From an optimization exercise on the open Yosys and OpenROAD flow, aimed at small area, a short achievable clock period and few clock cycles per item; shortcuts taken in it are not production practice. Only simulation tests tie the RTL to the original design; equivalence was not proved. No driver is modelled on the clock port, so clocking that relies on it looks cheaper here than on a real chip.

`flow/design.v`:
```
module chacha_block_engine #(
  parameter int ROUNDS       = 20,
  parameter int QR_PER_CYCLE = 4
) (
  input  logic         clk,
  input  logic         rst,
  input  logic         in_valid,
  output logic         in_ready,
  input  logic [255:0] key,
  input  logic [95:0]  nonce,
  input  logic [31:0]  counter,
  input  logic         next,
  output logic         ctr_wrap,
  output logic [511:0] ks,
  output logic         out_valid,
  input  logic         out_ready
);
  localparam int STEPS = 2 * ROUNDS;
  localparam int ST_W  = $clog2(STEPS + 1);
  localparam logic [ST_W-1:0] ST_LAST = STEPS;
  localparam logic [127:0] SIGMA = {32'h6b206574, 32'h79622d32, 32'h3320646e, 32'h61707865};
  function automatic logic [31:0] rotl(input logic [31:0] v, input int sh);
    rotl = (v << sh) | (v >> (32 - sh));
  endfunction
  function automatic logic [31:0] add32(input logic [31:0] a, input logic [31:0] b);
    logic [31:0] g, p, gg, pp, g2, p2;
    g = a & b; p = a ^ b; gg = g; pp = p;
    for (int l = 0; l < 5; l++) begin
      g2 = gg; p2 = pp;
      for (int i = 0; i < 32; i++) begin
        if ((i >> l) & 1) begin
          g2[i] = gg[i] | (pp[i] & gg[((i >> l) << l) - 1]);
          p2[i] = pp[i] & pp[((i >> l) << l) - 1];
        end
      end
      gg = g2; pp = p2;
    end
    add32 = p ^ {gg[30:0], 1'b0};
  endfunction
  function automatic logic [31:0] add32_bk(input logic [31:0] a, input logic [31:0] b);
    logic [31:0] g, p, gg, pp;
    g = a & b; p = a ^ b; gg = g; pp = p;
    for (int l = 0; l < 5; l++) begin
      for (int i = 0; i < 32; i++) begin
        if (((i + 1) % (2 << l)) == 0) begin
          gg[i] = gg[i] | (pp[i] & gg[i - (1 << l)]);
          pp[i] = pp[i] & pp[i - (1 << l)];
        end
      end
    end
    for (int l = 3; l >= 0; l--) begin
      for (int i = 0; i < 32; i++) begin
        if (((i + 1) % (2 << l)) == (1 << l) && i >= (2 << l)) begin
          gg[i] = gg[i] | (pp[i] & gg[i - (1 << l)]);
          pp[i] = pp[i] & pp[i - (1 << l)];
        end
      end
    end
    add32_bk = p ^ {gg[30:0], 1'b0};
  endfunction
  function automatic logic [127:0] half_qr(input logic [31:0] a_b_i, b_i, c_i, d_i,
                                           input int r1, input int r2);
    logic [31:0] a, b, c, d;
    a = a_b_i;            d = rotl(d_i ^ a, r1);
    c = add32_bk(c_i, d);    b = rotl(b_i ^ c, r2);
    half_qr = {d, c, b, a};
  endfunction
  logic [511:0]    x_q, y_q, x_d, y_d, init_s, h1_in;
  logic [255:0]    key_q;
  logic [95:0]     nonce_q;
  logic [31:0]     ctr_q, ctr_inc, ctr_start, xc_q, yc_q;
  logic [ST_W-1:0] xs_q, ys_q;
  logic            xv_q, yv_q, xd_q, xb_q, ld_q, primed_q, wrap_q;
  logic            x_busy, x_done, x_free, stall, start, start_next, start_blk;
  assign x_done  = xd_q;
  assign x_busy  = xb_q;
  assign x_free  = !xv_q || (x_done && out_ready);
  assign stall   = x_done && !out_ready;
  assign in_ready   = !ld_q && x_free && !(in_valid && yv_q);
  assign start      = in_ready && (in_valid || (next && primed_q));
  assign start_next = start && !in_valid;
  assign ctr_wrap   = wrap_q;
  assign start_blk = start_next || ld_q;        
  assign ctr_inc   = ctr_q + 32'd1;
  assign ctr_start = ld_q ? ctr_q : ctr_inc;
  assign init_s    = {nonce_q, ctr_start, key_q, SIGMA};
  assign h1_in     = x_busy ? x_q : init_s;
  always_comb begin
    logic [127:0] qr_out;
    logic [511:0] qo;
    logic [31:0]  ab_x, ab_init;
    for (int k = 0; k < 4; k++) begin
      ab_x    = add32_bk(x_q[32*k +: 32], x_q[32*(4+k) +: 32]);
      ab_init = add32_bk(SIGMA[32*k +: 32], key_q[32*k +: 32]);
      qr_out  = half_qr(x_busy ? ab_x : ab_init, h1_in[32*(4+k) +: 32],
                        h1_in[32*(8+k) +: 32], h1_in[32*(12+k) +: 32], 16, 12);
      for (int r = 0; r < 4; r++) y_d[32*(4*r+k) +: 32] = qr_out[32*r +: 32];
    end
    for (int k = 0; k < 4; k++) begin
      qr_out = half_qr(add32_bk(y_q[32*k +: 32], y_q[32*(4+k) +: 32]), y_q[32*(4+k) +: 32],
                       y_q[32*(8+k) +: 32], y_q[32*(12+k) +: 32], 8, 7);
      for (int r = 0; r < 4; r++) qo[32*(4*r+k) +: 32] = qr_out[32*r +: 32];
    end
    for (int r = 0; r < 4; r++)
      for (int j = 0; j < 4; j++)
        x_d[32*(4*r+j) +: 32] = qo[32*(4*r+((r-j+4)%4)) +: 32];
  end
  assign out_valid = x_done;
  always_ff @(posedge clk or posedge rst) begin
    if (rst) begin
      xv_q     <= 1'b0;
      yv_q     <= 1'b0;
      xd_q     <= 1'b0;
      xb_q     <= 1'b0;
      ld_q     <= 1'b0;
      primed_q <= 1'b0;
      wrap_q   <= 1'b0;
    end else begin
      ld_q <= start && in_valid;
      if (!stall) begin
        xv_q <= yv_q;
        xd_q <= yv_q && (ys_q == ST_LAST - 1'b1);
        xb_q <= yv_q && (ys_q != ST_LAST - 1'b1);
        yv_q <= start_blk || x_busy;
      end
      if (start) begin
        primed_q <= 1'b1;
        wrap_q   <= in_valid ? 1'b0 : (wrap_q | (ctr_q == 32'hFFFF_FFFF));
      end
    end
  end
  always_ff @(posedge clk) begin
    if (start) begin
      if (in_valid) begin
        key_q   <= key;
        nonce_q <= nonce;
        ctr_q   <= counter;
      end else begin
        ctr_q   <= ctr_inc;
      end
    end
    if (!stall) begin
      x_q  <= x_d;
      xs_q <= ys_q + 1'b1;
      xc_q <= yc_q;
      y_q  <= y_d;
      ys_q <= start_blk ? ST_W'(1) : xs_q + 1'b1;
      yc_q <= start_blk ? ctr_start : xc_q;
    end
  end
  always_comb begin
    logic [511:0] s;
    s = {nonce_q, xc_q, key_q, SIGMA};
    for (int i = 0; i < 16; i++) ks[32*i +: 32] = add32(x_q[32*i +: 32], s[32*i +: 32]);
  end
endmodule
```
`flow/flow/run.sh`:
```
#!/bin/bash
# The standard layout (standard.sh), with two changes:
#  - the ports are buffered with buf_1 cells instead of the resizer's default choice;
#  - timing repair after CTS and after global routing aims for a larger setup slack
#    (flow/margin.tcl, sourced by ORFS's PRE_CTS/PRE_GLOBAL_ROUTE hooks).
# The tools' output goes to standard.log (ORFS also keeps per-step logs under orfs/logs).
export BUFFER_PORTS_ARGS="-buffer_cell sky130_fd_sc_hd__buf_1"
export PRE_CTS_TCL="$(pwd)/flow/margin.tcl"
export PRE_GLOBAL_ROUTE_TCL="$(pwd)/flow/margin.tcl"
bash standard.sh > standard.log 2>&1
```
`flow/flow/margin.tcl`:
```
# Timing repair after CTS and after global routing aims for this setup slack. The flow
# settings cap SETUP_SLACK_MARGIN at 5 ns; this design's paths are shorter than that.
set ::env(SETUP_SLACK_MARGIN) 7.5
```
`flow/standard.sh`:
```
#!/bin/bash
# synth_recipe.tcl (not shown) runs the flow's synth.tcl, then flattens the netlist and writes it again
# the make line also repeats each setting of config.mk as NAME=value (left out here)
make -C /OpenROAD-flow-scripts/flow DESIGN_CONFIG=/design/flow/config.mk WORK_HOME=/design/flow/orfs CLKGATE_MAP_FILE= SYNTH_SCRIPT=/design/flow/synth_recipe.tcl "${@:-finish}"
```
`flow/config.mk`:
```
export PLATFORM = sky130hd
export DESIGN_NAME = chacha_block_engine
export DESIGN_NICKNAME = chacha_block_engine
export VERILOG_FILES = /design/flow/design.v
export SDC_FILE = /design/flow/constraint.sdc
export NUM_CORES = 4
export LEC_CHECK = 0
export ABC_AREA = 1
export CAP_MARGIN = 20
export CORE_MARGIN = 2
export CORE_UTILIZATION = 50
export CTS_CLUSTER_DIAMETER = 70
export CTS_CLUSTER_SIZE = 34
export GPL_ROUTABILITY_DRIVEN = 1
export PLACE_DENSITY = 0.65
export SETUP_SLACK_MARGIN = 5.0
export SLEW_MARGIN = 20
```
`flow/constraint.sdc`:
```
create_clock -name core_clock -period 13.5 [get_ports {clk}]
set_input_delay 2.7000 -clock core_clock [delete_from_list [all_inputs] [get_ports {clk}]]
set_output_delay 2.7000 -clock core_clock [all_outputs]
set_load 0.01 [all_outputs]
```
==> results by group, run 1 <==
Logic synthesis
  – Yosys cell types: 60
  – Synth Area in Simple Gates: 0.156
  – Compound-Gate Fraction of Synth Area: 0.0712
  – Most frequent cell after synthesis: nand2_1
  – Ys async rst share: 0.00469
  – Yosys Warn Count: 1
  – Post-synth top area cell: edfxtp_1
  – Synth top cells by count: nand2_1, edfxtp_1, inv_1
  – Syn avg cell area: 9.82 um2
  – Synth Flop Type: edfxtp_1
  – Fraction of the yosys area taken by sequential cells: 0.448
  – Post-synthesis adder-cell area fraction: 0.177
  – Post-Syn Instances: 10161
  – Synth Area in XOR/XNOR: 0.0879
  – Syn Nets: 11771
  – Post-synth EDFFs: 1484
  – Synth Register Bits: 1491
  – Mux share of post-synthesis cell area: 0.00482
  – Share of the synthesized area in the top cell type: 0.447
  – Largest family of logic cells by synthesized area: adder cells
  – Netlist Area Pre-Place: 99800 um2
  – Synth area leaders: edfxtp_1, ha_1, nand2_1, fa_1, xor2_1

Cells and area
  – Final net count: 13029
  – Fraction of layout cells with a size suffix above 1: 0.154
  – Fin util: 0.604
  – Area Growth Syn to Fin: 19.8%
  – FILL cells: 16610
  – Final design instance area without fill: 119000 um2

Setup path
  – Crit path DAT: 3560 ps
  – Crit. End Element: output pin
  – Startpoint types: flop
  – CP required: 10800 ps
  – Worst path slowest cell: edfxtp_1
  – Slowest stage delay, CP: 570 ps
  – Crit path buffers/inverters: 4
  – Worst-path fanout max: 3
  – Crit-path leading delay family: adder cells
  – Kind of critical path: flop to output pin
  – Crit path cell chain: ha_2 -> inv_2 -> fa_2 -> inv_2 -> nand3_2 -> nand2_2 -> nand2_2 -> nand2_4 -> nand3_4 -> nand2_4 -> nand3_4 -> nand3_4 -> inv_2 -> fa_2 -> xnor2_2 -> buf_2

Clock tree
  – Clk slew on worst S/H paths: 90 ps
  – Num CTS Buffers: 130
  – CTS tree: done
  – CTS Hold Buffers Added: 0
  – Clk Latency, worst-skew pair: 850 ps
  – Sink Count: 1491

Detailed routing
  – Drt total wl: 431000 um
  – Remaining DRCs: 0
  – Initial drt markers: 11207
  – Pre-antenna DRT Iters: 7
  – Vias per cell: 5.90
  – DR WL/cell: 30.4 um
  – Post-route ant nets: 0
  – Vias: 83577

GRT
  – Initial antenna violation count: 38
  – GR Util met1: 0.543
  – Met3 usage: 0.0856
  – Global-route wire length before repair: 579000 um
  – Largest net degree at the start of global routing: 179
  – Gr usage total: 0.410
  – GR Layer Usage met2: 0.597
  – Vias in the first global route: 77119
  – Top Usage Layer GRT: met2
  – Gr ovfl total: 0

STA
  – Final setup viols: 0
  – Fin. Hold Viols: 0
  – Final TNS setup: 0 ps
  – Slew @ Worst Pin: 1310 ps
  – Period Utilization, post-route: 0.463
  – Headroom to the max-slew limit: 0.119
  – Final count of pins violating max slew: 0
  – Final Skew: 47.0 ps
  – Max Fclk: 160 MHz
  – RSZ-0062 raised after global routing: yes
  – Tmin final: 6260 ps
  – Worst slack on hold paths: 420 ps

Die
  – Starting density of the core: 0.504
  – Area of the die: 203000 um2
  – # IOs: 904
  – Area of the core: 198000 um2
  – Placement row count: 163
  – Die height: 451 um
  – Die width: 451 um

Placement
  – Final GP Congestion: 1.09
  – Hpwl dp: 351000 um
  – I/O Buffers: 903
  – Post-DP Area: 106000 um2

Run status
  – Status: no timing/DRC/antenna violations

Job
  – MaxCap Viol Count: 0

Hold path
  – Hold Crit Class: flop to flop
[cell type report]
| cell class | count | area (um2) | area share |
|---|---|---|---|
| Antenna cell | 15 | 37.5 | 0.000314 |
| Clock buffer | 141 | 3430 | 0.0287 |
| Clock inverter | 94 | 1120 | 0.00938 |
| Inverter | 1242 | 4680 | 0.0392 |
| Multi-Input combinational cell | 7282 | 54400 | 0.456 |
| Sequential cell | 1491 | 44700 | 0.374 |
| Tap cell | 2640 | 3300 | 0.0276 |
| Timing Repair Buffer | 1272 | 7720 | 0.0646 |
[placed cells by master, fill, tap and decap left out, types with 229 or more instances in the layout]
cell,instances
xnor2_1,242
xor2_1,622
ha_1,854
buf_4,277
edfxtp_1,1484
fa_1,271
nor2_1,492
buf_1,710
nand3_1,381
nand2_1,2229
a21oi_1,390
o21ai_0,277
nand2_2,229
inv_1,1187
[registers in the layout, indices dropped and copies added, names as in the netlist]
signal,flops
xc_q,32
ld_q,1
xv_q,1
xd_q,1
x_q,512
wrap_q,1
xb_q,1
yc_q,32
xs_q,6
primed_q,1
ys_q,6
ctr_q,32
nonce_q,96
yv_q,1
y_q,512
key_q,256
[repair_timing]
| item | CTS | global route |
|---|---|---|
| endpoints found under the setup margin | 487 | 462 |
| endpoints found under the hold margin | 0 | 0 |
| setup buffers | 166 | 126 |
| pin swaps | 105 | 235 |
| resized for setup | 628 | 935 |
| cloned | 3 | 5 |
[cell families after synthesis]
kind of cell    Yosys count
buf+inv                1389
xor+xnor                998
mux                      48
compound gates         1225
fa+ha+maj              1221
simple gates           3789
flops                  1491
[routing by layer]
metal,vias up,wire [um]
met2,4913,183000
met4,14,38800
met5,-,99
met1,41145,163000
met3,1015,46600
li1,36490,-
[worst paths after layout]
check,startpoint,end,slack [ps],cells after the start
worst min register to register,yc_q[30],xc_q[30],420,0
worst max register to register,x_q[163],y_q[169],7470,22
worst min-delay path,yc_q[30],xc_q[30],420,0
worst max-delay path,x_q[384],ks[401],7240,16
max in group asynchronous,rst,xb_q,11440,2
min in group asynchronous,rst,yv_q,1790,2
[through the flow]
| stage | setup slack [ps] | instances |
|---|---|---|
| 3_5_place_dp | 6190 | 13626 |
| 3_3_place_gp | 6170 | 13626 |
| 4_1_cts | 7220 | 14030 |
| 2_1_floorplan | 4830 | 10161 |
| 6_report | 7240 | 14177 |
| 5_1_grt | 7190 | 14162 |
Testbench counts, summed over its fixed seeds: cycles 10,312, items 512.
==> run 2: changes to the inputs <==
--- a/flow/config.mk
+++ b/flow/config.mk
@@ -8,10 +8,10 @@
 export ABC_AREA = 1
-export CAP_MARGIN = 20
+export CAP_MARGIN = 10
 export CORE_MARGIN = 2
-export CORE_UTILIZATION = 50
-export CTS_CLUSTER_DIAMETER = 70
-export CTS_CLUSTER_SIZE = 34
+export CORE_UTILIZATION = 52
+export CTS_CLUSTER_DIAMETER = 60
+export CTS_CLUSTER_SIZE = 30
 export GPL_ROUTABILITY_DRIVEN = 1
-export PLACE_DENSITY = 0.65
+export PLACE_DENSITY = 0.68
 export SETUP_SLACK_MARGIN = 5.0
-export SLEW_MARGIN = 20
+export SLEW_MARGIN = 10
==> run 2 against run 1 <==
  * Clock skew is 13 ps higher
  * Worst hold slack worse by 3.0 ps
  * Utilization is 3.1 points higher
  * Critical path type unchanged
==> results by group, run 2 <==
Run status
  – Status: no timing/DRC/antenna violations

Logic synthesis
  – Synth Register Bits: 1491
  – Post-synth EDFFs: 1484
  – Yosys cell types: 60
  – Syn Nets: 11771
  – Ys async rst share: 0.00469
  – Netlist Area Pre-Place: 99800 um2
  – Post-Syn Instances: 10161
  – Fraction of the yosys area taken by sequential cells: 0.448
  – Post-synth top area cell: edfxtp_1
  – Syn avg cell area: 9.82 um2
  – Yosys Warn Count: 1
  – Share of the synthesized area in the top cell type: 0.447
  – Synth Flop Type: edfxtp_1
  – Synth top cells by count: nand2_1, edfxtp_1, inv_1
  – Most frequent cell after synthesis: nand2_1
  – Synth area leaders: edfxtp_1, ha_1, nand2_1, fa_1, xor2_1

Cells and area
  – Commonest cells after routing, fill and taps aside: nand2_1, edfxtp_1, inv_1, ha_1, buf_1
  – Fin util: 0.635
  – Most common cell after layout, fill and taps aside: nand2_1
  – Fraction of layout cells with a size suffix above 1: 0.165
  – Largest regs: x_q: 512 flops, y_q: 512 flops, key_q: 256 flops
  – Non-Filler Instances: 14097
  – Final net count: 13049
  – Area Growth Syn to Fin: 21.2%

Job
  – MaxCap Viol Count: 0

Detailed routing
  – Remaining DRCs: 0
  – Post-route ant nets: 0
  – DR WL/cell: 30.9 um
  – Drt total wl: 435000 um
  – Initial drt markers: 10807
  – Vias: 84608
  – Pre-antenna DRT Iters: 6
  – Vias per cell: 6.00

Setup path
  – Crit path DAT: 3660 ps
  – Worst-path fanout max: 3
  – Crit. End Element: output pin
  – FF-to-FF Start: x_q[160]
  – Kind of critical path: flop to output pin
  – Startpoint types: flop
  – Worst Setup SP: x_q[393]
  – CP required: 10800 ps

GRT
  – Global-route wire length before repair: 584000 um
  – Gr ovfl total: 0
  – Largest net degree at the start of global routing: 178
  – Vias in the first global route: 77282
  – Gr usage total: 0.429
  – Initial antenna violation count: 31

STA
  – Period Utilization, post-route: 0.471
  – Final TNS setup: 0 ps
  – Tmin final: 6360 ps
  – Headroom to the max-slew limit: 0.0881
  – Max Fclk: 157 MHz
  – Fin. Hold Viols: 0
  – Slew @ Worst Pin: 1350 ps
  – Final Skew: 59.8 ps
  – Final setup viols: 0
  – Final count of pins violating max slew: 0
  – RSZ-0062 raised after global routing: yes

Placement
  – Hpwl dp: 351000 um
  – Placed insts: 13487
  – I/O Buffers: 903
  – Final GP Congestion: 1.07

Die
  – Area of the core: 190000 um2
  – Placement row count: 160
  – Area of the die: 195000 um2
  – Die height: 442 um
  – Starting density of the core: 0.524
  – # IOs: 904
  – Die width: 442 um

Clock tree
  – CTS tree: done
  – Clk slew on worst S/H paths: 80 ps
  – Clk Latency, worst-skew pair: 880 ps
  – Sink Count: 1491
  – CTS Hold Buffers Added: 0
  – Num CTS Buffers: 151

Hold path
  – Hold wc startpoint: yc_q[16]
  – Hold Crit Class: flop to flop
## run 2: cell types whose count changed in the layout (fill, tap and decap cells not counted), moves of 7 or more
| cell | before | now |
|---|---|---|
| nand2_4 | 94 | 123 |
| buf_2 | 73 | 83 |
| xor2_2 | 74 | 85 |
| nand2_1 | 2229 | 2168 |
| xor2_4 | 28 | 21 |
| a21oi_1 | 390 | 398 |
| a21oi_4 | 16 | 9 |
| buf_6 | 119 | 159 |
| clkbuf_16 | 141 | 168 |
| clkbuf_2 | 43 | 34 |
| buf_4 | 277 | 259 |
| nand2_2 | 229 | 260 |
| buf_1 | 710 | 682 |
| o21ai_0 | 277 | 269 |
## run 2: routing by layer
| metal | global-route usage | part of all wire |
|---|---|---|
| met5 | 0 | 0.00019 |
| met4 | 0.298 | 0.088 |
| met3 | 0.0877 | 0.11 |
| met2 | 0.614 | 0.42 |
| met1 | 0.585 | 0.38 |
## run 2: worst paths after layout
kind	cells past startpoint	slack (ps)	end
max in group asynchronous	2	11400	xb_q
worst max-delay path	10	7140	ks[401]
worst max register to register	22	7500	y_q[169]
min in group asynchronous	2	1800	wrap_q
worst min-delay path	0	420	xc_q[16]
worst min register to register	0	420	xc_q[16]
## run 2: worst max-delay path, stage by stage, from the launching register on
cell and delay [ps]:
edfxtp_1 490, ha_1 470, a21o_1 210, a21oi_1 140, o21bai_1 330, nand2_1 180
nand3_4 180, inv_2 50, fa_2 350, xnor2_2 230, buf_2 180
## run 2: timing repair
| item | in CTS | in global routing |
|---|---|---|
| buffers inserted | 164 | 134 |
| endpoints found under the setup margin | 487 | 513 |
| pin swaps | 115 | 292 |
| gates cloned | 3 | 8 |
| resized for setup | 725 | 1030 |
## run 2: per-stage QoR
| step | instance area (um2) | setup slack [ps] | hold WS (ps) |
|---|---|---|---|
| 6_report | 121000 | 7140 | 417 |
| 5_1_grt | 121000 | 7030 | 410 |
| 4_1_cts | 116000 | 7080 | 411 |
| 2_1_floorplan | 99800 | 4830 | 400 |
| 3_3_place_gp | 106000 | 5920 | 401 |
| 3_5_place_dp | 106000 | 5900 | 405 |
## run 2: area by class of cell
cell class	count	area [um2]
fillers	15445	69500
multi-input cells	7282	54700
flip-flops and latches	1491	44700
repair buffers	1271	7970
inverters	1242	4680
clock buffers	168	4040
well taps	2511	3140
clock inverters	113	1560
diodes	19	47.5
## run 2: kinds of logic (layout without fill, tap and decap cells)
family,count (synthesis),count (layout),synth area share
flip-flops,1491,1491,0.448
AO/OA/AOI/OAI,1225,1225,0.0712
adder cells (fa/ha/maj),1221,1221,0.177
multiplexers,48,48,0.00482
other,0,19,0
AND/OR/NAND/NOR,3789,3790,0.156
buffers and inverters,1389,2794,0.0544
XOR/XNOR,998,998,0.0879

-- static timing again, ports no longer ideal --
No port has a modelled driver above. Below, the same layouts with a new extraction and two added sets of constraints. Step 1: set_driving_cell puts a clkbuf_16 on clk and a buf_2 on each other input, an assumption about the parent block. Step 2 adds t to the input delays and takes it off the output delays; t is the mean of the earliest and latest rising clock arrival at the registers after step 1. Input paths then give back, and output paths get back, about the clock's delay inside the block. a / b / c = ideal ports / drivers / drivers and shift; a / b = the first two.
run	shift t [ns]	setup slack, ns	hold slack, ns	slew at the worst register clock pin (ns)	pins driven straight from the clock port
run 1	0.924	7.245 / 7.144 / 7.411	0.420 / 0.420 / 0.420	0.11 / 0.11	1
run 2	0.951	7.140 / 7.039 / 6.984	0.417 / 0.417 / 0.417	0.10 / 0.10	1
After both steps setup and hold are still met in every run listed. The setup slack of run 2, which loses most, moves by -0.101 ns with the drivers and by -0.156 ns with both steps.
